What follows belongs to an exercise in optimizing a design on an open flow for small area, a short achievable clock period and few clock cycles per item; a production flow would make more cautious choices. Only the layout flow was run in this run; the RTL was not checked for function there.

==> flow/design.v <==
`default_nettype none
module bch (
	input  logic        i_clk,
	input  logic        i_arst_n,
	input  logic        i_set,
	input  logic [63:0] i_data,
	output logic        o_ready,
	output logic        o_finish,
	output logic [9:0]  o_data
);
	function automatic [9:0] qsolve(input [9:0] x);
		qsolve[0] = 1'b0;
		qsolve[1] = x[2] ^ x[4] ^ x[7];
		qsolve[2] = x[3] ^ x[4] ^ x[6] ^ x[7];
		qsolve[3] = x[1] ^ x[2] ^ x[4] ^ x[6] ^ x[9];
		qsolve[4] = x[3] ^ x[6] ^ x[7] ^ x[8] ^ x[9];
		qsolve[5] = x[0] ^ x[3] ^ x[6] ^ x[7] ^ x[9];
		qsolve[6] = x[7] ^ x[9];
		qsolve[7] = x[8] ^ x[9];
		qsolve[8] = x[6] ^ x[7] ^ x[9];
		qsolve[9] = x[8];
	endfunction
	function automatic [4:0] t_inv32(input [4:0] x);
		t_inv32[0] = 32'hbd89b432 >> x;
		t_inv32[1] = 32'hba357164 >> x;
		t_inv32[2] = 32'h4c98f3e8 >> x;
		t_inv32[3] = 32'h8a7ba4d8 >> x;
		t_inv32[4] = 32'hed3a0d2c >> x;
	endfunction
	function automatic [4:0] t_l31(input [4:0] x);
		t_l31[0] = 32'h1afb9244 >> x;
		t_l31[1] = 32'hb7903954 >> x;
		t_l31[2] = 32'h2dd584d8 >> x;
		t_l31[3] = 32'ha37162ac >> x;
		t_l31[4] = 32'h7a6628f0 >> x;
	endfunction
	function automatic [5:0] t_l33(input [4:0] x);
		t_l33[0] = 32'h69555995 >> x;
		t_l33[1] = 32'hf0c300ff >> x;
		t_l33[2] = 32'h63be30a6 >> x;
		t_l33[3] = 32'h5e952365 >> x;
		t_l33[4] = 32'h56651daa >> x;
		t_l33[5] = 32'h8000 >> x;
	endfunction
	function automatic [5:0] t_l33m3(input [4:0] x);
		t_l33m3[0] = 32'h965a9a64 >> x;
		t_l33m3[1] = 32'hcf33fcc0 >> x;
		t_l33m3[2] = 32'h7a2e688c >> x;
		t_l33m3[3] = 32'ha6d66bb8 >> x;
		t_l33m3[4] = 32'h95996594 >> x;
		t_l33m3[5] = 32'h0 >> x;
	endfunction
	function automatic [4:0] t_sq(input [4:0] x);
		t_sq[0] = 32'ha3be4c2d >> x;
		t_sq[1] = 32'hb51df26 >> x;
		t_sq[2] = 32'h6a3be4c2 >> x;
		t_sq[3] = 32'h30b51df2 >> x;
		t_sq[4] = 32'h7c985a8e >> x;
	endfunction
	function automatic [4:0] t_ki(input [5:0] x);
		t_ki[0] = 64'h1237cfb12 >> x;
		t_ki[1] = 64'h13c2010f2 >> x;
		t_ki[2] = 64'h1779327ba >> x;
		t_ki[3] = 64'hc81b604c >> x;
		t_ki[4] = 64'h18e9fe5c6 >> x;
	endfunction
	function automatic [4:0] t_kt(input [5:0] x);
		t_kt[0] = 64'h1e7d8948d >> x;
		t_kt[1] = 64'h1008794f0 >> x;
		t_kt[2] = 64'h993dd5de >> x;
		t_kt[3] = 64'hdb026320 >> x;
		t_kt[4] = 64'hff2e363a >> x;
	endfunction
	function automatic [9:0] t_a(input [4:0] x);
		t_a[0] = 32'h4ccccccc >> x;
		t_a[1] = 32'h70f0f0f0 >> x;
		t_a[2] = 32'h7f00ff00 >> x;
		t_a[3] = 32'h7fff0000 >> x;
		t_a[4] = 32'h2aaaaaaa >> x;
		t_a[5] = 32'h4ccccccc >> x;
		t_a[6] = 32'h70f0f0f0 >> x;
		t_a[7] = 32'h7f00ff00 >> x;
		t_a[8] = 32'h7fff0000 >> x;
		t_a[9] = 32'h2aaaaaaa >> x;
	endfunction
	function automatic [9:0] t_b(input [5:0] x);
		t_b[0] = 64'h199999998 >> x;
		t_b[1] = 64'h1e1e1e1e0 >> x;
		t_b[2] = 64'h1fe01fe00 >> x;
		t_b[3] = 64'h1fffe0000 >> x;
		t_b[4] = 64'haaaaaaaa >> x;
		t_b[5] = 64'h66666666 >> x;
		t_b[6] = 64'h1e1e1e1e >> x;
		t_b[7] = 64'h1fe01fe >> x;
		t_b[8] = 64'h1fffe >> x;
		t_b[9] = 64'h155555554 >> x;
	endfunction
	function automatic [4:0] m32(input [4:0] a, input [4:0] b);
		logic [8:0] p;
		p = '0;
		for (int i = 0; i < 5; i++)
			if (b[i])
				p = p ^ (9'(a) << i);
		for (int i = 8; i >= 5; i--)
			if (p[i])
				p = p ^ (9'b100101 << (i - 5));
		m32 = p[4:0];
	endfunction
	function automatic [4:0] sq32(input [4:0] a);
		sq32 = m32(a, a);
	endfunction
	function automatic [4:0] add31(input [4:0] a, input [4:0] b);
		logic [4:0] kg0;
		logic [4:0] kp0;
		logic [4:0] kg1;
		logic [4:0] kp1;
		logic [4:0] kg2;
		logic [4:0] kp2;
		logic [4:0] kg3;
		logic [4:0] kp3;
		logic [4:0] h;
		logic c;
		kg0 = a & b;
		kp0 = a ^ b;
		h = kp0;
		kg1[0] = kg0[0];
		kp1[0] = kp0[0];
		kg1[1] = kg0[1] | (kp0[1] & kg0[0]);
		kp1[1] = kp0[1] & kp0[0];
		kg1[2] = kg0[2] | (kp0[2] & kg0[1]);
		kp1[2] = kp0[2] & kp0[1];
		kg1[3] = kg0[3] | (kp0[3] & kg0[2]);
		kp1[3] = kp0[3] & kp0[2];
		kg1[4] = kg0[4] | (kp0[4] & kg0[3]);
		kp1[4] = kp0[4] & kp0[3];
		kg2[0] = kg1[0];
		kp2[0] = kp1[0];
		kg2[1] = kg1[1];
		kp2[1] = kp1[1];
		kg2[2] = kg1[2] | (kp1[2] & kg1[0]);
		kp2[2] = kp1[2] & kp1[0];
		kg2[3] = kg1[3] | (kp1[3] & kg1[1]);
		kp2[3] = kp1[3] & kp1[1];
		kg2[4] = kg1[4] | (kp1[4] & kg1[2]);
		kp2[4] = kp1[4] & kp1[2];
		kg3[0] = kg2[0];
		kp3[0] = kp2[0];
		kg3[1] = kg2[1];
		kp3[1] = kp2[1];
		kg3[2] = kg2[2];
		kp3[2] = kp2[2];
		kg3[3] = kg2[3];
		kp3[3] = kp2[3];
		kg3[4] = kg2[4] | (kp2[4] & kg2[0]);
		kp3[4] = kp2[4] & kp2[0];
		c = kg3[4] | kp3[4];
		add31[0] = h[0] ^ c;
		add31[1] = h[1] ^ (kg3[0] | (kp3[0] & c));
		add31[2] = h[2] ^ (kg3[1] | (kp3[1] & c));
		add31[3] = h[3] ^ (kg3[2] | (kp3[2] & c));
		add31[4] = h[4] ^ (kg3[3] | (kp3[3] & c));
	endfunction
	function automatic [9:0] add1023(input [9:0] a, input [9:0] b);
		logic [9:0] kg0;
		logic [9:0] kp0;
		logic [9:0] kg1;
		logic [9:0] kp1;
		logic [9:0] kg2;
		logic [9:0] kp2;
		logic [9:0] kg3;
		logic [9:0] kp3;
		logic [9:0] kg4;
		logic [9:0] kp4;
		logic [9:0] h;
		logic c;
		kg0 = a & b;
		kp0 = a ^ b;
		h = kp0;
		kg1[0] = kg0[0];
		kp1[0] = kp0[0];
		kg1[1] = kg0[1] | (kp0[1] & kg0[0]);
		kp1[1] = kp0[1] & kp0[0];
		kg1[2] = kg0[2] | (kp0[2] & kg0[1]);
		kp1[2] = kp0[2] & kp0[1];
		kg1[3] = kg0[3] | (kp0[3] & kg0[2]);
		kp1[3] = kp0[3] & kp0[2];
		kg1[4] = kg0[4] | (kp0[4] & kg0[3]);
		kp1[4] = kp0[4] & kp0[3];
		kg1[5] = kg0[5] | (kp0[5] & kg0[4]);
		kp1[5] = kp0[5] & kp0[4];
		kg1[6] = kg0[6] | (kp0[6] & kg0[5]);
		kp1[6] = kp0[6] & kp0[5];
		kg1[7] = kg0[7] | (kp0[7] & kg0[6]);
		kp1[7] = kp0[7] & kp0[6];
		kg1[8] = kg0[8] | (kp0[8] & kg0[7]);
		kp1[8] = kp0[8] & kp0[7];
		kg1[9] = kg0[9] | (kp0[9] & kg0[8]);
		kp1[9] = kp0[9] & kp0[8];
		kg2[0] = kg1[0];
		kp2[0] = kp1[0];
		kg2[1] = kg1[1];
		kp2[1] = kp1[1];
		kg2[2] = kg1[2] | (kp1[2] & kg1[0]);
		kp2[2] = kp1[2] & kp1[0];
		kg2[3] = kg1[3] | (kp1[3] & kg1[1]);
		kp2[3] = kp1[3] & kp1[1];
		kg2[4] = kg1[4] | (kp1[4] & kg1[2]);
		kp2[4] = kp1[4] & kp1[2];
		kg2[5] = kg1[5] | (kp1[5] & kg1[3]);
		kp2[5] = kp1[5] & kp1[3];
		kg2[6] = kg1[6] | (kp1[6] & kg1[4]);
		kp2[6] = kp1[6] & kp1[4];
		kg2[7] = kg1[7] | (kp1[7] & kg1[5]);
		kp2[7] = kp1[7] & kp1[5];
		kg2[8] = kg1[8] | (kp1[8] & kg1[6]);
		kp2[8] = kp1[8] & kp1[6];
		kg2[9] = kg1[9] | (kp1[9] & kg1[7]);
		kp2[9] = kp1[9] & kp1[7];
		kg3[0] = kg2[0];
		kp3[0] = kp2[0];
		kg3[1] = kg2[1];
		kp3[1] = kp2[1];
		kg3[2] = kg2[2];
		kp3[2] = kp2[2];
		kg3[3] = kg2[3];
		kp3[3] = kp2[3];
		kg3[4] = kg2[4] | (kp2[4] & kg2[0]);
		kp3[4] = kp2[4] & kp2[0];
		kg3[5] = kg2[5] | (kp2[5] & kg2[1]);
		kp3[5] = kp2[5] & kp2[1];
		kg3[6] = kg2[6] | (kp2[6] & kg2[2]);
		kp3[6] = kp2[6] & kp2[2];
		kg3[7] = kg2[7] | (kp2[7] & kg2[3]);
		kp3[7] = kp2[7] & kp2[3];
		kg3[8] = kg2[8] | (kp2[8] & kg2[4]);
		kp3[8] = kp2[8] & kp2[4];
		kg3[9] = kg2[9] | (kp2[9] & kg2[5]);
		kp3[9] = kp2[9] & kp2[5];
		kg4[0] = kg3[0];
		kp4[0] = kp3[0];
		kg4[1] = kg3[1];
		kp4[1] = kp3[1];
		kg4[2] = kg3[2];
		kp4[2] = kp3[2];
		kg4[3] = kg3[3];
		kp4[3] = kp3[3];
		kg4[4] = kg3[4];
		kp4[4] = kp3[4];
		kg4[5] = kg3[5];
		kp4[5] = kp3[5];
		kg4[6] = kg3[6];
		kp4[6] = kp3[6];
		kg4[7] = kg3[7];
		kp4[7] = kp3[7];
		kg4[8] = kg3[8] | (kp3[8] & kg3[0]);
		kp4[8] = kp3[8] & kp3[0];
		kg4[9] = kg3[9] | (kp3[9] & kg3[1]);
		kp4[9] = kp3[9] & kp3[1];
		c = kg4[9] | kp4[9];
		add1023[0] = h[0] ^ c;
		add1023[1] = h[1] ^ (kg4[0] | (kp4[0] & c));
		add1023[2] = h[2] ^ (kg4[1] | (kp4[1] & c));
		add1023[3] = h[3] ^ (kg4[2] | (kp4[2] & c));
		add1023[4] = h[4] ^ (kg4[3] | (kp4[3] & c));
		add1023[5] = h[5] ^ (kg4[4] | (kp4[4] & c));
		add1023[6] = h[6] ^ (kg4[5] | (kp4[5] & c));
		add1023[7] = h[7] ^ (kg4[6] | (kp4[6] & c));
		add1023[8] = h[8] ^ (kg4[7] | (kp4[7] & c));
		add1023[9] = h[9] ^ (kg4[8] | (kp4[8] & c));
	endfunction
	function automatic lt10(input [9:0] a, input [9:0] bn);
		logic [9:0] kg0;
		logic [9:0] kp0;
		logic [9:0] kg1;
		logic [9:0] kp1;
		logic [9:0] kg2;
		logic [9:0] kp2;
		logic [9:0] kg3;
		logic [9:0] kp3;
		logic [9:0] kg4;
		logic [9:0] kp4;
		logic [9:0] h;
		logic [9:0] b;
		logic c;
		b = ~bn;
		kg0 = a & b;
		kp0 = a ^ b;
		h = kp0;
		kg1[0] = kg0[0];
		kp1[0] = kp0[0];
		kg1[1] = kg0[1] | (kp0[1] & kg0[0]);
		kp1[1] = kp0[1] & kp0[0];
		kg1[2] = kg0[2] | (kp0[2] & kg0[1]);
		kp1[2] = kp0[2] & kp0[1];
		kg1[3] = kg0[3] | (kp0[3] & kg0[2]);
		kp1[3] = kp0[3] & kp0[2];
		kg1[4] = kg0[4] | (kp0[4] & kg0[3]);
		kp1[4] = kp0[4] & kp0[3];
		kg1[5] = kg0[5] | (kp0[5] & kg0[4]);
		kp1[5] = kp0[5] & kp0[4];
		kg1[6] = kg0[6] | (kp0[6] & kg0[5]);
		kp1[6] = kp0[6] & kp0[5];
		kg1[7] = kg0[7] | (kp0[7] & kg0[6]);
		kp1[7] = kp0[7] & kp0[6];
		kg1[8] = kg0[8] | (kp0[8] & kg0[7]);
		kp1[8] = kp0[8] & kp0[7];
		kg1[9] = kg0[9] | (kp0[9] & kg0[8]);
		kp1[9] = kp0[9] & kp0[8];
		kg2[0] = kg1[0];
		kp2[0] = kp1[0];
		kg2[1] = kg1[1];
		kp2[1] = kp1[1];
		kg2[2] = kg1[2] | (kp1[2] & kg1[0]);
		kp2[2] = kp1[2] & kp1[0];
		kg2[3] = kg1[3] | (kp1[3] & kg1[1]);
		kp2[3] = kp1[3] & kp1[1];
		kg2[4] = kg1[4] | (kp1[4] & kg1[2]);
		kp2[4] = kp1[4] & kp1[2];
		kg2[5] = kg1[5] | (kp1[5] & kg1[3]);
		kp2[5] = kp1[5] & kp1[3];
		kg2[6] = kg1[6] | (kp1[6] & kg1[4]);
		kp2[6] = kp1[6] & kp1[4];
		kg2[7] = kg1[7] | (kp1[7] & kg1[5]);
		kp2[7] = kp1[7] & kp1[5];
		kg2[8] = kg1[8] | (kp1[8] & kg1[6]);
		kp2[8] = kp1[8] & kp1[6];
		kg2[9] = kg1[9] | (kp1[9] & kg1[7]);
		kp2[9] = kp1[9] & kp1[7];
		kg3[0] = kg2[0];
		kp3[0] = kp2[0];
		kg3[1] = kg2[1];
		kp3[1] = kp2[1];
		kg3[2] = kg2[2];
		kp3[2] = kp2[2];
		kg3[3] = kg2[3];
		kp3[3] = kp2[3];
		kg3[4] = kg2[4] | (kp2[4] & kg2[0]);
		kp3[4] = kp2[4] & kp2[0];
		kg3[5] = kg2[5] | (kp2[5] & kg2[1]);
		kp3[5] = kp2[5] & kp2[1];
		kg3[6] = kg2[6] | (kp2[6] & kg2[2]);
		kp3[6] = kp2[6] & kp2[2];
		kg3[7] = kg2[7] | (kp2[7] & kg2[3]);
		kp3[7] = kp2[7] & kp2[3];
		kg3[8] = kg2[8] | (kp2[8] & kg2[4]);
		kp3[8] = kp2[8] & kp2[4];
		kg3[9] = kg2[9] | (kp2[9] & kg2[5]);
		kp3[9] = kp2[9] & kp2[5];
		kg4[0] = kg3[0];
		kp4[0] = kp3[0];
		kg4[1] = kg3[1];
		kp4[1] = kp3[1];
		kg4[2] = kg3[2];
		kp4[2] = kp3[2];
		kg4[3] = kg3[3];
		kp4[3] = kp3[3];
		kg4[4] = kg3[4];
		kp4[4] = kp3[4];
		kg4[5] = kg3[5];
		kp4[5] = kp3[5];
		kg4[6] = kg3[6];
		kp4[6] = kp3[6];
		kg4[7] = kg3[7];
		kp4[7] = kp3[7];
		kg4[8] = kg3[8] | (kp3[8] & kg3[0]);
		kp4[8] = kp3[8] & kp3[0];
		kg4[9] = kg3[9] | (kp3[9] & kg3[1]);
		kp4[9] = kp3[9] & kp3[1];
		lt10 = !(kg4[9] | kp4[9]);
	endfunction
	function automatic [6:0] a6(input [5:0] a, input [5:0] b);
		logic [5:0] kg0;
		logic [5:0] kp0;
		logic [5:0] kg1;
		logic [5:0] kp1;
		logic [5:0] kg2;
		logic [5:0] kp2;
		logic [5:0] kg3;
		logic [5:0] kp3;
		logic [5:0] h;
		logic c;
		kg0 = a & b;
		kp0 = a ^ b;
		h = kp0;
		kg1[0] = kg0[0];
		kp1[0] = kp0[0];
		kg1[1] = kg0[1] | (kp0[1] & kg0[0]);
		kp1[1] = kp0[1] & kp0[0];
		kg1[2] = kg0[2] | (kp0[2] & kg0[1]);
		kp1[2] = kp0[2] & kp0[1];
		kg1[3] = kg0[3] | (kp0[3] & kg0[2]);
		kp1[3] = kp0[3] & kp0[2];
		kg1[4] = kg0[4] | (kp0[4] & kg0[3]);
		kp1[4] = kp0[4] & kp0[3];
		kg1[5] = kg0[5] | (kp0[5] & kg0[4]);
		kp1[5] = kp0[5] & kp0[4];
		kg2[0] = kg1[0];
		kp2[0] = kp1[0];
		kg2[1] = kg1[1];
		kp2[1] = kp1[1];
		kg2[2] = kg1[2] | (kp1[2] & kg1[0]);
		kp2[2] = kp1[2] & kp1[0];
		kg2[3] = kg1[3] | (kp1[3] & kg1[1]);
		kp2[3] = kp1[3] & kp1[1];
		kg2[4] = kg1[4] | (kp1[4] & kg1[2]);
		kp2[4] = kp1[4] & kp1[2];
		kg2[5] = kg1[5] | (kp1[5] & kg1[3]);
		kp2[5] = kp1[5] & kp1[3];
		kg3[0] = kg2[0];
		kp3[0] = kp2[0];
		kg3[1] = kg2[1];
		kp3[1] = kp2[1];
		kg3[2] = kg2[2];
		kp3[2] = kp2[2];
		kg3[3] = kg2[3];
		kp3[3] = kp2[3];
		kg3[4] = kg2[4] | (kp2[4] & kg2[0]);
		kp3[4] = kp2[4] & kp2[0];
		kg3[5] = kg2[5] | (kp2[5] & kg2[1]);
		kp3[5] = kp2[5] & kp2[1];
		a6[0] = h[0];
		a6[1] = h[1] ^ kg3[0];
		a6[2] = h[2] ^ kg3[1];
		a6[3] = h[3] ^ kg3[2];
		a6[4] = h[4] ^ kg3[3];
		a6[5] = h[5] ^ kg3[4];
		a6[6] = kg3[5];
	endfunction
	function automatic [7:0] a7(input [6:0] a, input [6:0] b);
		logic [6:0] kg0;
		logic [6:0] kp0;
		logic [6:0] kg1;
		logic [6:0] kp1;
		logic [6:0] kg2;
		logic [6:0] kp2;
		logic [6:0] kg3;
		logic [6:0] kp3;
		logic [6:0] h;
		logic c;
		kg0 = a & b;
		kp0 = a ^ b;
		h = kp0;
		kg1[0] = kg0[0];
		kp1[0] = kp0[0];
		kg1[1] = kg0[1] | (kp0[1] & kg0[0]);
		kp1[1] = kp0[1] & kp0[0];
		kg1[2] = kg0[2] | (kp0[2] & kg0[1]);
		kp1[2] = kp0[2] & kp0[1];
		kg1[3] = kg0[3] | (kp0[3] & kg0[2]);
		kp1[3] = kp0[3] & kp0[2];
		kg1[4] = kg0[4] | (kp0[4] & kg0[3]);
		kp1[4] = kp0[4] & kp0[3];
		kg1[5] = kg0[5] | (kp0[5] & kg0[4]);
		kp1[5] = kp0[5] & kp0[4];
		kg1[6] = kg0[6] | (kp0[6] & kg0[5]);
		kp1[6] = kp0[6] & kp0[5];
		kg2[0] = kg1[0];
		kp2[0] = kp1[0];
		kg2[1] = kg1[1];
		kp2[1] = kp1[1];
		kg2[2] = kg1[2] | (kp1[2] & kg1[0]);
		kp2[2] = kp1[2] & kp1[0];
		kg2[3] = kg1[3] | (kp1[3] & kg1[1]);
		kp2[3] = kp1[3] & kp1[1];
		kg2[4] = kg1[4] | (kp1[4] & kg1[2]);
		kp2[4] = kp1[4] & kp1[2];
		kg2[5] = kg1[5] | (kp1[5] & kg1[3]);
		kp2[5] = kp1[5] & kp1[3];
		kg2[6] = kg1[6] | (kp1[6] & kg1[4]);
		kp2[6] = kp1[6] & kp1[4];
		kg3[0] = kg2[0];
		kp3[0] = kp2[0];
		kg3[1] = kg2[1];
		kp3[1] = kp2[1];
		kg3[2] = kg2[2];
		kp3[2] = kp2[2];
		kg3[3] = kg2[3];
		kp3[3] = kp2[3];
		kg3[4] = kg2[4] | (kp2[4] & kg2[0]);
		kp3[4] = kp2[4] & kp2[0];
		kg3[5] = kg2[5] | (kp2[5] & kg2[1]);
		kp3[5] = kp2[5] & kp2[1];
		kg3[6] = kg2[6] | (kp2[6] & kg2[2]);
		kp3[6] = kp2[6] & kp2[2];
		a7[0] = h[0];
		a7[1] = h[1] ^ kg3[0];
		a7[2] = h[2] ^ kg3[1];
		a7[3] = h[3] ^ kg3[2];
		a7[4] = h[4] ^ kg3[3];
		a7[5] = h[5] ^ kg3[4];
		a7[6] = h[6] ^ kg3[5];
		a7[7] = kg3[6];
	endfunction
	function automatic [5:0] add33(input [5:0] x, input [5:0] y);
		logic [5:0] sv;
		logic [5:0] cv;
		logic [6:0] s;
		logic [7:0] t;
		sv = x ^ y ^ 6'd31;
		cv = (x & y) | ((x | y) & 6'd31);
		s  = a6(x, y);
		t  = a7({1'b0, sv}, {cv, 1'b0});   
		add33 = t[6] ? t[5:0] : s[5:0];
	endfunction
	logic       busy;
	logic       rdy;
	logic [3:0] cnt;
	logic       last;
	logic       fin;
	assign o_ready = rdy;
	assign last    = busy && (cnt == 4'd15);
	always_ff @(posedge i_clk or negedge i_arst_n) begin
		if (!i_arst_n) begin
			busy   <= 1'b0;
			rdy    <= 1'b1;
			cnt    <= '0;
			fin    <= 1'b0;
		end else begin
			fin    <= last;
			cnt    <= cnt + 1'b1;
			if (!busy) begin
				cnt  <= 4'd1;
				busy <= i_set;
				rdy  <= !i_set;
			end else if (last) begin
				busy <= 1'b0;
				rdy  <= 1'b1;
			end
		end
	end
	logic [63:0] dm;
	logic [9:0]  acc1;
	logic [9:0]  acc3;
	logic [9:0]  fb1;
	logic [9:0]  fb3;
	assign dm  = {i_data[63] && !last, i_data[62:0]};   
	assign fb1 = busy ? acc1 : 10'd0;
	assign fb3 = busy ? acc3 : 10'd0;
	logic [333:0] sx;
	assign sx[0] = dm[5] ^ dm[53];
	assign sx[1] = dm[34] ^ dm[52];
	assign sx[2] = dm[33] ^ dm[46];
	assign sx[3] = dm[7] ^ dm[60];
	assign sx[4] = dm[27] ^ dm[29];
	assign sx[5] = dm[54] ^ dm[57];
	assign sx[6] = dm[17] ^ dm[58];
	assign sx[7] = dm[10] ^ dm[37];
	assign sx[8] = dm[31] ^ dm[62];
	assign sx[9] = dm[0] ^ dm[20];
	assign sx[10] = dm[14] ^ dm[55];
	assign sx[11] = dm[11] ^ dm[48];
	assign sx[12] = dm[1] ^ dm[56];
	assign sx[13] = dm[23] ^ sx[0];
	assign sx[14] = dm[15] ^ sx[3];
	assign sx[15] = dm[12] ^ dm[38];
	assign sx[16] = dm[36] ^ dm[45];
	assign sx[17] = dm[24] ^ dm[61];
	assign sx[18] = dm[9] ^ dm[18];
	assign sx[19] = dm[49] ^ dm[51];
	assign sx[20] = dm[35] ^ dm[59];
	assign sx[21] = dm[4] ^ sx[8];
	assign sx[22] = dm[6] ^ sx[6];
	assign sx[23] = dm[3] ^ sx[7];
	assign sx[24] = dm[21] ^ sx[2];
	assign sx[25] = sx[1] ^ sx[4];
	assign sx[26] = dm[13] ^ sx[5];
	assign sx[27] = dm[47] ^ sx[12];
	assign sx[28] = fb3[7] ^ dm[43];
	assign sx[29] = dm[16] ^ dm[26];
	assign sx[30] = dm[42] ^ sx[10];
	assign sx[31] = sx[9] ^ sx[11];
	assign sx[32] = dm[40] ^ sx[18];
	assign sx[33] = sx[13] ^ sx[20];
	assign sx[34] = sx[14] ^ sx[15];
	assign sx[35] = fb3[4] ^ fb3[5];
	assign sx[36] = fb3[8] ^ dm[22];
	assign sx[37] = dm[19] ^ dm[44];
	assign sx[38] = dm[2] ^ dm[50];
	assign sx[39] = fb3[9] ^ sx[17];
	assign sx[40] = sx[19] ^ sx[25];
	assign sx[41] = fb1[4] ^ dm[28];
	assign sx[42] = fb1[7] ^ dm[43];
	assign sx[43] = dm[30] ^ dm[32];
	assign sx[44] = fb3[6] ^ dm[39];
	assign sx[45] = fb3[3] ^ sx[28];
	assign sx[46] = dm[48] ^ sx[21];
	assign sx[47] = sx[16] ^ sx[27];
	assign sx[48] = sx[23] ^ sx[29];
	assign sx[49] = sx[16] ^ sx[24];
	assign sx[50] = dm[20] ^ sx[26];
	assign sx[51] = sx[31] ^ sx[34];
	assign sx[52] = dm[25] ^ dm[47];
	assign sx[53] = fb1[5] ^ dm[53];
	assign sx[54] = dm[22] ^ dm[41];
	assign sx[55] = fb1[1] ^ dm[18];
	assign sx[56] = dm[32] ^ dm[56];
	assign sx[57] = fb3[2] ^ dm[34];
	assign sx[58] = dm[8] ^ sx[36];
	assign sx[59] = fb1[3] ^ sx[1];
	assign sx[60] = fb1[6] ^ sx[41];
	assign sx[61] = sx[19] ^ sx[35];
	assign sx[62] = dm[33] ^ sx[11];
	assign sx[63] = dm[40] ^ sx[0];
	assign sx[64] = sx[4] ^ sx[32];
	assign sx[65] = dm[3] ^ sx[22];
	assign sx[66] = fb3[0] ^ sx[39];
	assign sx[67] = sx[9] ^ sx[33];
	assign sx[68] = dm[59] ^ sx[46];
	assign sx[69] = dm[29] ^ sx[33];
	assign sx[70] = fb1[9] ^ sx[40];
	assign sx[71] = dm[0] ^ dm[28];
	assign sx[72] = dm[25] ^ dm[54];
	assign sx[73] = fb1[4] ^ dm[8];
	assign sx[74] = fb1[0] ^ dm[61];
	assign sx[75] = fb1[3] ^ dm[12];
	assign sx[76] = dm[14] ^ dm[15];
	assign sx[77] = fb3[1] ^ dm[17];
	assign sx[78] = fb3[8] ^ dm[44];
	assign sx[79] = dm[19] ^ dm[46];
	assign sx[80] = fb1[2] ^ dm[30];
	assign sx[81] = dm[42] ^ dm[63];
	assign sx[82] = dm[26] ^ dm[39];
	assign sx[83] = dm[16] ^ dm[24];
	assign sx[84] = fb3[9] ^ dm[51];
	assign sx[85] = fb1[2] ^ dm[7];
	assign sx[86] = dm[58] ^ sx[38];
	assign sx[87] = sx[2] ^ sx[17];
	assign sx[88] = sx[37] ^ sx[81];
	assign sx[89] = sx[6] ^ sx[12];
	assign sx[90] = sx[8] ^ sx[43];
	assign sx[91] = dm[11] ^ sx[10];
	assign sx[92] = fb1[8] ^ sx[55];
	assign sx[93] = dm[60] ^ sx[54];
	assign sx[94] = dm[2] ^ sx[52];
	assign sx[95] = sx[42] ^ sx[74];
	assign sx[96] = sx[15] ^ sx[53];
	assign sx[97] = sx[35] ^ sx[84];
	assign sx[98] = sx[38] ^ sx[76];
	assign sx[99] = sx[2] ^ sx[28];
	assign sx[100] = sx[5] ^ sx[37];
	assign sx[101] = sx[14] ^ sx[88];
	assign sx[102] = sx[22] ^ sx[57];
	assign sx[103] = dm[1] ^ sx[25];
	assign sx[104] = sx[60] ^ sx[92];
	assign sx[105] = sx[27] ^ sx[30];
	assign sx[106] = dm[9] ^ sx[63];
	assign sx[107] = sx[26] ^ sx[45];
	assign sx[108] = dm[13] ^ sx[89];
	assign sx[109] = dm[4] ^ sx[30];
	assign sx[110] = sx[30] ^ sx[79];
	assign sx[111] = dm[26] ^ sx[61];
	assign sx[112] = sx[13] ^ sx[32];
	assign sx[113] = sx[39] ^ sx[58];
	assign sx[114] = dm[5] ^ sx[24];
	assign sx[115] = sx[59] ^ sx[87];
	assign sx[116] = sx[62] ^ sx[95];
	assign sx[117] = dm[45] ^ sx[21];
	assign sx[118] = sx[48] ^ sx[93];
	assign sx[119] = sx[34] ^ sx[112];
	assign sx[120] = dm[38] ^ sx[50];
	assign sx[121] = sx[47] ^ sx[91];
	assign sx[122] = sx[56] ^ sx[64];
	assign sx[123] = dm[14] ^ sx[65];
	assign sx[124] = sx[66] ^ sx[102];
	assign sx[125] = sx[49] ^ sx[73];
	assign sx[126] = dm[35] ^ sx[50];
	assign sx[127] = sx[31] ^ sx[49];
	assign sx[128] = dm[41] ^ sx[51];
	assign sx[129] = sx[42] ^ sx[70];
	assign sx[130] = sx[69] ^ sx[104];
	assign sx[131] = dm[57] ^ sx[68];
	assign sx[132] = sx[67] ^ sx[122];
	assign sx[133] = sx[51] ^ sx[82];
	assign sx[134] = dm[0] ^ dm[16];
	assign sx[135] = dm[36] ^ sx[72];
	assign sx[136] = sx[75] ^ sx[134];
	assign sx[137] = sx[13] ^ sx[24];
	assign sx[138] = sx[60] ^ sx[90];
	assign sx[139] = sx[135] ^ sx[136];
	assign sx[140] = sx[101] ^ sx[137];
	assign sx[141] = sx[138] ^ sx[139];
	assign sx[142] = sx[70] ^ sx[123];
	assign sx[143] = sx[140] ^ sx[141];
	assign sx[144] = sx[142] ^ sx[143];
	assign sx[145] = dm[49] ^ dm[52];
	assign sx[146] = sx[41] ^ sx[145];
	assign sx[147] = sx[22] ^ sx[146];
	assign sx[148] = sx[105] ^ sx[116];
	assign sx[149] = sx[147] ^ sx[119];
	assign sx[150] = sx[126] ^ sx[148];
	assign sx[151] = sx[149] ^ sx[150];
	assign sx[152] = fb1[0] ^ fb1[9];
	assign sx[153] = dm[2] ^ dm[22];
	assign sx[154] = dm[31] ^ sx[43];
	assign sx[155] = sx[152] ^ sx[153];
	assign sx[156] = sx[14] ^ sx[23];
	assign sx[157] = sx[26] ^ sx[154];
	assign sx[158] = sx[155] ^ sx[115];
	assign sx[159] = sx[156] ^ sx[157];
	assign sx[160] = sx[121] ^ sx[158];
	assign sx[161] = sx[159] ^ sx[130];
	assign sx[162] = sx[160] ^ sx[161];
	assign sx[163] = fb1[4] ^ dm[10];
	assign sx[164] = dm[50] ^ sx[55];
	assign sx[165] = sx[80] ^ sx[163];
	assign sx[166] = sx[100] ^ sx[164];
	assign sx[167] = sx[165] ^ sx[114];
	assign sx[168] = sx[117] ^ sx[166];
	assign sx[169] = sx[167] ^ sx[168];
	assign sx[170] = sx[129] ^ sx[133];
	assign sx[171] = sx[169] ^ sx[170];
	assign sx[172] = fb1[8] ^ dm[37];
	assign sx[173] = sx[3] ^ sx[29];
	assign sx[174] = sx[53] ^ sx[80];
	assign sx[175] = sx[172] ^ sx[22];
	assign sx[176] = sx[173] ^ sx[174];
	assign sx[177] = sx[47] ^ sx[115];
	assign sx[178] = sx[175] ^ sx[176];
	assign sx[179] = sx[68] ^ sx[120];
	assign sx[180] = sx[177] ^ sx[178];
	assign sx[181] = sx[179] ^ sx[180];
	assign sx[182] = dm[3] ^ dm[52];
	assign sx[183] = sx[182] ^ sx[108];
	assign sx[184] = sx[110] ^ sx[183];
	assign sx[185] = sx[130] ^ sx[133];
	assign sx[186] = sx[184] ^ sx[185];
	assign sx[187] = dm[37] ^ dm[39];
	assign sx[188] = sx[18] ^ sx[38];
	assign sx[189] = sx[54] ^ sx[71];
	assign sx[190] = sx[72] ^ sx[85];
	assign sx[191] = sx[187] ^ sx[96];
	assign sx[192] = sx[188] ^ sx[189];
	assign sx[193] = sx[190] ^ sx[65];
	assign sx[194] = sx[191] ^ sx[192];
	assign sx[195] = sx[121] ^ sx[193];
	assign sx[196] = sx[194] ^ sx[129];
	assign sx[197] = sx[195] ^ sx[196];
	assign sx[198] = fb1[1] ^ dm[27];
	assign sx[199] = sx[198] ^ sx[32];
	assign sx[200] = sx[59] ^ sx[96];
	assign sx[201] = sx[98] ^ sx[48];
	assign sx[202] = sx[108] ^ sx[199];
	assign sx[203] = sx[200] ^ sx[125];
	assign sx[204] = sx[201] ^ sx[202];
	assign sx[205] = sx[131] ^ sx[203];
	assign sx[206] = sx[204] ^ sx[205];
	assign sx[207] = fb1[6] ^ dm[25];
	assign sx[208] = dm[51] ^ dm[52];
	assign sx[209] = sx[7] ^ sx[10];
	assign sx[210] = sx[83] ^ sx[85];
	assign sx[211] = sx[207] ^ sx[208];
	assign sx[212] = sx[86] ^ sx[100];
	assign sx[213] = sx[209] ^ sx[210];
	assign sx[214] = sx[211] ^ sx[212];
	assign sx[215] = sx[213] ^ sx[125];
	assign sx[216] = sx[214] ^ sx[132];
	assign sx[217] = sx[215] ^ sx[216];
	assign sx[218] = fb1[5] ^ dm[8];
	assign sx[219] = dm[13] ^ dm[17];
	assign sx[220] = sx[56] ^ sx[75];
	assign sx[221] = sx[218] ^ sx[219];
	assign sx[222] = sx[220] ^ sx[221];
	assign sx[223] = sx[40] ^ sx[106];
	assign sx[224] = sx[109] ^ sx[116];
	assign sx[225] = sx[222] ^ sx[118];
	assign sx[226] = sx[223] ^ sx[224];
	assign sx[227] = sx[225] ^ sx[226];
	assign sx[228] = dm[30] ^ dm[54];
	assign sx[229] = dm[62] ^ sx[77];
	assign sx[230] = sx[228] ^ sx[23];
	assign sx[231] = sx[27] ^ sx[58];
	assign sx[232] = sx[99] ^ sx[229];
	assign sx[233] = sx[40] ^ sx[101];
	assign sx[234] = sx[230] ^ sx[231];
	assign sx[235] = sx[232] ^ sx[67];
	assign sx[236] = sx[233] ^ sx[234];
	assign sx[237] = sx[235] ^ sx[236];
	assign sx[238] = dm[46] ^ sx[0];
	assign sx[239] = sx[43] ^ sx[78];
	assign sx[240] = sx[21] ^ sx[238];
	assign sx[241] = sx[239] ^ sx[47];
	assign sx[242] = sx[48] ^ sx[64];
	assign sx[243] = sx[240] ^ sx[124];
	assign sx[244] = sx[241] ^ sx[242];
	assign sx[245] = sx[128] ^ sx[243];
	assign sx[246] = sx[244] ^ sx[245];
	assign sx[247] = fb3[5] ^ dm[21];
	assign sx[248] = dm[37] ^ dm[50];
	assign sx[249] = sx[52] ^ sx[247];
	assign sx[250] = sx[248] ^ sx[63];
	assign sx[251] = sx[90] ^ sx[249];
	assign sx[252] = sx[103] ^ sx[107];
	assign sx[253] = sx[113] ^ sx[250];
	assign sx[254] = sx[251] ^ sx[252];
	assign sx[255] = sx[253] ^ sx[128];
	assign sx[256] = sx[254] ^ sx[255];
	assign sx[257] = dm[10] ^ dm[36];
	assign sx[258] = dm[58] ^ sx[1];
	assign sx[259] = sx[29] ^ sx[44];
	assign sx[260] = sx[257] ^ sx[61];
	assign sx[261] = sx[94] ^ sx[258];
	assign sx[262] = sx[259] ^ sx[110];
	assign sx[263] = sx[113] ^ sx[260];
	assign sx[264] = sx[261] ^ sx[119];
	assign sx[265] = sx[262] ^ sx[263];
	assign sx[266] = sx[131] ^ sx[264];
	assign sx[267] = sx[265] ^ sx[266];
	assign sx[268] = fb3[7] ^ dm[11];
	assign sx[269] = dm[28] ^ dm[53];
	assign sx[270] = dm[62] ^ sx[18];
	assign sx[271] = sx[37] ^ sx[44];
	assign sx[272] = sx[268] ^ sx[269];
	assign sx[273] = sx[86] ^ sx[270];
	assign sx[274] = sx[271] ^ sx[272];
	assign sx[275] = sx[66] ^ sx[103];
	assign sx[276] = sx[273] ^ sx[274];
	assign sx[277] = sx[118] ^ sx[126];
	assign sx[278] = sx[275] ^ sx[276];
	assign sx[279] = sx[277] ^ sx[278];
	assign sx[280] = fb3[2] ^ dm[7];
	assign sx[281] = dm[27] ^ sx[6];
	assign sx[282] = sx[36] ^ sx[44];
	assign sx[283] = sx[71] ^ sx[83];
	assign sx[284] = sx[280] ^ sx[45];
	assign sx[285] = sx[281] ^ sx[282];
	assign sx[286] = sx[283] ^ sx[46];
	assign sx[287] = sx[105] ^ sx[114];
	assign sx[288] = sx[284] ^ sx[285];
	assign sx[289] = sx[286] ^ sx[287];
	assign sx[290] = sx[288] ^ sx[289];
	assign sx[291] = dm[1] ^ dm[6];
	assign sx[292] = dm[24] ^ dm[27];
	assign sx[293] = dm[32] ^ dm[39];
	assign sx[294] = sx[3] ^ sx[20];
	assign sx[295] = sx[78] ^ sx[291];
	assign sx[296] = sx[292] ^ sx[293];
	assign sx[297] = sx[23] ^ sx[97];
	assign sx[298] = sx[294] ^ sx[295];
	assign sx[299] = sx[296] ^ sx[107];
	assign sx[300] = sx[109] ^ sx[297];
	assign sx[301] = sx[298] ^ sx[127];
	assign sx[302] = sx[299] ^ sx[300];
	assign sx[303] = sx[301] ^ sx[302];
	assign sx[304] = sx[5] ^ sx[45];
	assign sx[305] = sx[94] ^ sx[106];
	assign sx[306] = sx[111] ^ sx[304];
	assign sx[307] = sx[124] ^ sx[127];
	assign sx[308] = sx[305] ^ sx[306];
	assign sx[309] = sx[307] ^ sx[308];
	assign sx[310] = fb3[0] ^ fb3[3];
	assign sx[311] = fb3[6] ^ dm[21];
	assign sx[312] = dm[32] ^ dm[42];
	assign sx[313] = dm[45] ^ dm[60];
	assign sx[314] = sx[7] ^ sx[17];
	assign sx[315] = sx[36] ^ sx[77];
	assign sx[316] = sx[310] ^ sx[311];
	assign sx[317] = sx[312] ^ sx[313];
	assign sx[318] = sx[62] ^ sx[98];
	assign sx[319] = sx[314] ^ sx[315];
	assign sx[320] = sx[316] ^ sx[317];
	assign sx[321] = sx[111] ^ sx[318];
	assign sx[322] = sx[319] ^ sx[320];
	assign sx[323] = sx[69] ^ sx[120];
	assign sx[324] = sx[321] ^ sx[322];
	assign sx[325] = sx[323] ^ sx[324];
	assign sx[326] = fb3[1] ^ dm[12];
	assign sx[327] = sx[44] ^ sx[57];
	assign sx[328] = sx[326] ^ sx[97];
	assign sx[329] = sx[99] ^ sx[327];
	assign sx[330] = sx[117] ^ sx[328];
	assign sx[331] = sx[329] ^ sx[123];
	assign sx[332] = sx[330] ^ sx[132];
	assign sx[333] = sx[331] ^ sx[332];
	always_ff @(posedge i_clk) begin
		acc1[0] <= sx[144];
		acc1[1] <= sx[151];
		acc1[2] <= sx[162];
		acc1[3] <= sx[171];
		acc1[4] <= sx[181];
		acc1[5] <= sx[186];
		acc1[6] <= sx[197];
		acc1[7] <= sx[206];
		acc1[8] <= sx[217];
		acc1[9] <= sx[227];
		acc3[0] <= sx[237];
		acc3[1] <= sx[246];
		acc3[2] <= sx[256];
		acc3[3] <= sx[267];
		acc3[4] <= sx[279];
		acc3[5] <= sx[290];
		acc3[6] <= sx[303];
		acc3[7] <= sx[309];
		acc3[8] <= sx[325];
		acc3[9] <= sx[333];
	end
	logic [10:0] st;      
	logic [4:0] r_31;     
	logic [5:0] r_33;
	logic [9:0] lin;      
	logic [9:0] lx;
	logic [4:0] qt;       
	logic [4:0] qn;       
	logic       qbz;      
	logic [4:0] raw31;
	logic [5:0] raw33;
	logic [5:0] m3_33;
	assign lx = fin ? acc1 : lin;
	logic [4:0] opa;
	logic [4:0] op1b;
	logic [4:0] op2b;
	logic [4:0] esq;
	assign esq  = t_sq(r_31);
	assign opa  = st[3] ? esq : lx[4:0];
	assign op1b = st[3] ? t_ki(r_33) : t_inv32(lx[9:5]);
	assign op2b = st[3] ? t_kt(r_33) : lx[9:5];
	always_ff @(posedge i_clk) begin
		qt  <= m32(opa, op1b);
		qn  <= m32(opa, op2b) ^ (st[3] ? 5'd0 : (sq32(lx[4:0]) ^ sq32(lx[9:5])));
		qbz <= (lx[9:5] == 5'd0);
	end
	assign raw31 = t_l31(qn);
	assign raw33 = qbz ? 6'd0 : t_l33(qt);
	assign m3_33 = qbz ? 6'd0 : t_l33m3(qt);
	logic [4:0] x31;
	logic [5:0] x33;
	always_ff @(posedge i_clk) begin
		x31 <= raw31;
		x33 <= st[0] ? m3_33 : raw33;
	end
	logic [4:0] r1_31;    
	logic [5:0] r1_33;
	logic [4:0] op31;
	logic [5:0] op33;
	logic       s1z;      
	logic       s3z;      
	logic       single;
	logic       nosol;    
	logic       sgl_n;
	logic [9:0] p;
	logic [9:0] p1;
	logic [9:0] od;
	logic       of;
	logic [1:0] ocnt;
	logic       od_lt;
	logic       empty;
	always_ff @(posedge i_clk or negedge i_arst_n) begin
		if (!i_arst_n) begin
			st <= '0;
		end else begin
			st <= {st[9:0], fin};
		end
	end
	assign op31 = st[1] ? {x31[3:0], x31[4]} : st[2] ? ~r_31 : r1_31;
	assign op33 = st[1] ? 6'd0 : st[2] ? r_33 : r1_33;
	assign sgl_n = !s3z && (r_31 == 5'd0) && (r_33 == 6'd0);
	logic [9:0] exq;
	logic       sglq;
	assign exq = {qt, qn};
	always_ff @(posedge i_clk) begin
		sglq <= sgl_n;
	end
	assign p     = add1023(t_a(r_31), t_b(r_33));
	assign od_lt = lt10(od, p1);
	assign empty = s1z || (!single && nosol);
	always_ff @(posedge i_clk) begin
		if (fin) begin
			s1z <= (acc1 == 10'd0);
			lin <= acc3;
		end else if (st[4]) begin
			lin <= sglq ? 10'd1 : s3z ? 10'd32 : (qsolve(exq) ^ 10'd32);
		end else begin
			lin <= lin ^ 10'd1;
		end
		if (st[0]) begin
			s3z   <= (lin == 10'd0);
			r1_31 <= raw31;
			r1_33 <= raw33;
		end
		if (st[4]) begin
			single <= sglq;
			nosol  <= !s3z && ^(exq & 10'd288);
		end
		r_31 <= add31(x31, op31);
		r_33 <= add33(x33, op33);
		if (st[8] || (st[10] && !od_lt))
			p1 <= st[8] ? p : od;
	end
	assign o_finish = of;
	assign o_data   = od;
	always_ff @(posedge i_clk or negedge i_arst_n) begin
		if (!i_arst_n) begin
			of   <= 1'b0;
			ocnt <= '0;
		end else begin
			if (st[10]) begin
				of   <= 1'b1;
				ocnt <= empty ? 2'd0 : single ? 2'd1 : 2'd2;
			end else if (of) begin
				if (ocnt == 2'd0)
					of <= 1'b0;
				else
					ocnt <= ocnt - 1'b1;
			end
		end
	end
	always_ff @(posedge i_clk) begin
		if (st[9]) begin
			od <= p;
		end else if (st[10]) begin
			if (empty)
				od <= 10'd1023;
			else if (single || !od_lt)
				od <= p1;
		end else if (ocnt == 2'd2) begin
			od <= p1;
		end else begin
			od <= 10'd1023;
		end
	end
endmodule
`default_nettype wire
==> flow/flow/run.sh <==
#!/bin/bash
# Standard layout, but the port buffers are sky130_fd_sc_hd__buf_4 instead of the delay
# buffer buffer_ports picks by default. Everything else is the standard flow's own flow (standard.sh).
set -euo pipefail
bash standard.sh "BUFFER_PORTS_ARGS=-buffer_cell sky130_fd_sc_hd__buf_4" finish > standard.log 2>&1
==> flow/standard.sh <==
#!/bin/bash
# synth_recipe.tcl (not shown) runs the flow's synth.tcl, then flattens the netlist and writes it again
# the make line also repeats each setting of config.mk as NAME=value (left out here)
make -C /OpenROAD-flow-scripts/flow DESIGN_CONFIG=/design/flow/config.mk WORK_HOME=/design/flow/orfs CLKGATE_MAP_FILE= SYNTH_SCRIPT=/design/flow/synth_recipe.tcl "${@:-finish}"
==> flow/config.mk <==
export PLATFORM = sky130hd
export DESIGN_NAME = bch
export DESIGN_NICKNAME = bch
export VERILOG_FILES = /design/flow/design.v
export SDC_FILE = /design/flow/constraint.sdc
export NUM_CORES = 4
export LEC_CHECK = 0
export ABC_AREA = 1
export CAP_MARGIN = 20
export CORE_MARGIN = 2
export CORE_UTILIZATION = 40
export SETUP_SLACK_MARGIN = 3.8
export SLEW_MARGIN = 20
==> flow/constraint.sdc <==
create_clock -name core_clock -period 6.5 [get_ports {i_clk}]
set_input_delay 1.3000 -clock core_clock [delete_from_list [all_inputs] [get_ports {i_clk}]]
set_output_delay 1.3000 -clock core_clock [all_outputs]
set_load 0.01 [all_outputs]
==> impl_results.md <==
- Status: no timing/DRC/antenna violations
- Post-layout util: 51.2%
- Die Y-Extent: 187 um
- Yosys cell types: 57
- CTS tree: built
- Sequential share of the synthesized area: 22.0%
- Core ar.: 33300 um2
- Max-slew headroom: 43.1%
- Syn-to-layout area delta: 27.3%
- H-tree levels: 4
- Vias in the first global route: 12500
- Fin crit period: 2.81 ns
- RSZ-0062 raised after global routing: yes
- CTS buffer count: 17
- Clock Tree Buf Depth: 2
- Setup TNS: 0 ns
- Port-buffer cells: 78
- Nets: 2183
- Yosys warning count: 1
- Gate count of the mapped netlist: 1886
- # setup viols final: 0
- CP arrival: 2.97 ns
- Final Instance Area: 17000 um2
- CP Capture Type: flop
- Post-DP HPWL: 33000 um
- Syn Std Cell Area: 13400 um2
- Mean Syn Cell Area: 7.10 um2
- Crit-path max cell delay: 0.39 ns
- Initial DRC count: 896
- HP Class: reg2reg
- GRT Overall Usage: 23.5%
- Crit-path leading delay family: simple AND/OR/NAND/NOR gates
- DIE WIDTH: 187 um
- Average wire per standard cell: 17.0 um
- Starting Density: 40.2%
- CP Data Required Time: 6.66 ns
- Commonest non-fill, non-tap cell in the layout: nand2_1
- Top-area cell type share of the netlist area: 13.9%
- FF+latch area: 3000 um2
- Fmax: 356 MHz
- Most frequent cells in the layout: nand2_1 (441), xor2_1 (181), inv_1 (179), buf_4 (160)
- Clk sinks: 120
- Vias: 12700
- Main synth FF type: dfxtp_1
- Number of diodes: 0
- ANT nets after route: 0
- Area of the multi-input gates: 10600 um2
- Number of synthesized register bits: 120
- Worst-margin pin slew: 0.850 ns
- # IOs: 79
- DRC violations left: 0
- Vias per inst: 5.08
- Post-cts hold buffer count: 0
- Reg clk slew, reported paths: 0.06 ns
- Row cnt: 67
- Asr flop ratio synth: 17.5%
- Share of layout cells above drive strength 1: 24.8%
- Max-cap violation count: 0
- Worst-path maximum fanout: 4
- Worst path buffer plus inverter count: 6
- Hold Slack: 0.353 ns
- First-pass GRT wire length: 65500 um
- Area leader, netlist: nand2_1
- Fill count: 3229
- Aggregate global routing overflow: 0
- Worst skew pair latency: 0.42 ns
- Part of the cycle the worst path needs: 43.2%
- Die ar.: 35000 um2
- Final Skew: 0.0144 ns
- Post-synth EDFFs: 44
- Pre-antenna DRT Iters: 5
- Kind of critical path: reg2reg
- Final hold vios: 0
- Root buffer cell: clkbuf_16
- Critical-path cell list: inv_6 > ha_4 > nand2_4 > nor2_4 > nor2_4 > inv_2 > nand2_2 > inv_2 > ha_4 > inv_4 > o21ai_4 > buf_4 > inv_1 > o21ai_0 > a21oi_1 > nand2_1 > nand2_2 > nand3_1 > nand2_1
- Post-DP Area: 14500 um2
- Initial antenna violation count: 0
- Dominant cells by area after synthesis: nand2_1 (14%), xor2_1 (14%), edfxtp_1 (9.9%)
- Largest net degree at the start of global routing: 28
- Synthesized Nets: 2037
- Fin. max-slew vios: 0
- WL final: 42300 um
- Gpl congestion: 1.06
- Slowest-stage cell, CP: dfxtp_4
- CP Launch Type: flop
[worst reg2reg max path, stage by stage (launching register included)]
cell and delay (ns):
dfxtp_4 0.39, inv_6 0.05, ha_4 0.16, nand2_4 0.09
nor2_4 0.06, nor2_4 0.18, inv_2 0.06, nand2_2 0.08
inv_2 0.04, ha_4 0.30, inv_4 0.05, o21ai_4 0.17
buf_4 0.14, inv_1 0.06, o21ai_0 0.31, a21oi_1 0.15
nand2_1 0.10, nand2_2 0.06, nand3_1 0.07, nand2_1 0.06
[registers in the layout, summed over array words and instances (netlist names), 2 cells and up]
name and cells:
r_33 6, cnt 4, lin 10, acc3 10, qn 5, r1_31 5, p1 10, qt 5
st 11, r_31 5, ocnt 2, od 10, x31 5, r1_33 6, x33 6, acc1 10
[cell type report]
type | count | area share, %
tap | 448 | 3.29
multi-input combinational | 1508 | 62.3
inverter | 216 | 5.10
timing repair buffer | 169 | 8.00
clock inverter | 10 | 0.587
clock buffer | 22 | 3.10
sequential | 120 | 17.6
[cells in the mapped netlist, types with 4 or more instances]
cell      instances
o21ai_2           5
buf_6             5
nand2_1         497
nand2_2          31
buf_2            10
a21oi_1          72
xnor2_2          11
nand3_1         133
clkinv_1          6
xor2_2           22
clkbuf_1         21
nand2_4           5
a32o_1            5
or2_1             7
o31ai_1           8
nor2_1          124
nor3_1           17
inv_1           203
nand4_1           6
dfxtp_1          55
ha_1             81
nand3b_1         10
dfrtp_1          20
a31oi_1           7
edfxtp_1         44
nor4_1            7
a211oi_1          4
buf_4             6
o21ai_1           9
xnor2_1         115
o211ai_1          9
o21ai_0          75
or2_2             5
o21bai_1          4
inv_2             5
xor2_1          207
[logic make-up after synthesis]
kind of cell,Yosys count,share of synthesized area [%]
multiplexers,1,0.0747
flip-flops,120,22.0
buffers and inverters,259,7.84
XOR/XNOR,357,25.5
AND/OR/NAND/NOR,851,27.3
adder cells (fa/ha/maj),84,8.01
AO/OA/AOI/OAI,214,9.25
[per-layer routing]
| layer | track usage [%] | vias up | wire length (um) |
|---|---|---|---|
| met4 | 11.5 | 0 | 2210 |
| met3 | 2.63 | 111 | 1840 |
| met5 | 0 | - | 0 |
| met2 | 42.4 | 450 | 21200 |
| li1 | - | 6273 | - |
| met1 | 27.7 | 5818 | 17100 |
[through the flow]
| stage | cells | setup WS [ns] |
|---|---|---|
| 3_3_place_gp | 2372 | 3.05 |
| 6_report | 2493 | 3.69 |
| 2_1_floorplan | 1886 | 3.72 |
| 5_1_grt | 2493 | 3.56 |
| 4_1_cts | 2454 | 3.78 |
| 3_5_place_dp | 2372 | 3.05 |
[final timing paths]
path | startpoint | end | slack, ns | depth (start not counted)
setup / recovery | r_33[1]$_DFF_P_ | od[8]$_DFFE_PP_ | 3.69 | 19
hold / removal | st[6]$_DFF_PN0_ | st[7]$_DFF_PN0_ | 0.35 | 0
setup reg to reg | r_33[1]$_DFF_P_ | od[8]$_DFFE_PP_ | 3.69 | 19
hold reg to reg | st[6]$_DFF_PN0_ | st[7]$_DFF_PN0_ | 0.35 | 0
max in group asynchronous | i_arst_n | rdy$_DFFE_PN1P_ | 5.47 | 1
min in group asynchronous | i_arst_n | st[5]$_DFF_PN0_ | 0.76 | 1
[repair_timing]
action / CTS / global route
gates resized for setup: 129 / 143
setup endpoints to repair: 55 / 71
pin swaps: 36 / 60
buffers inserted: 48 / 37
cloned: 2 / 2

-- port drivers added, routing unchanged --
Ports are ideal in the flow. The routed layout listed here was re-timed in OpenROAD. Step 1: set_driving_cell puts a clkbuf_16 on i_clk and a buf_2 on each other input, an assumption about the parent block. Step 2 times the ports against the registers' clock, not the clock port: input delays grow and output delays shrink by t, the midpoint of the rising clock arrivals with the driver on. Slacks: no drivers / after step 1 / after step 2; pairs: no drivers / after step 1.
t (ns): 0.455
slack for setup (ns): 3.694 / 3.694 / 3.383
worst hold slack (ns): 0.353 / 0.353 / 0.353
worst slew at a driven data input, ns: 0.05
pins driven straight from the clock port: 1
After both steps setup and hold are still met in this run. The setup slack of this run moves by 0.000 ns with the drivers and by -0.311 ns with both steps.
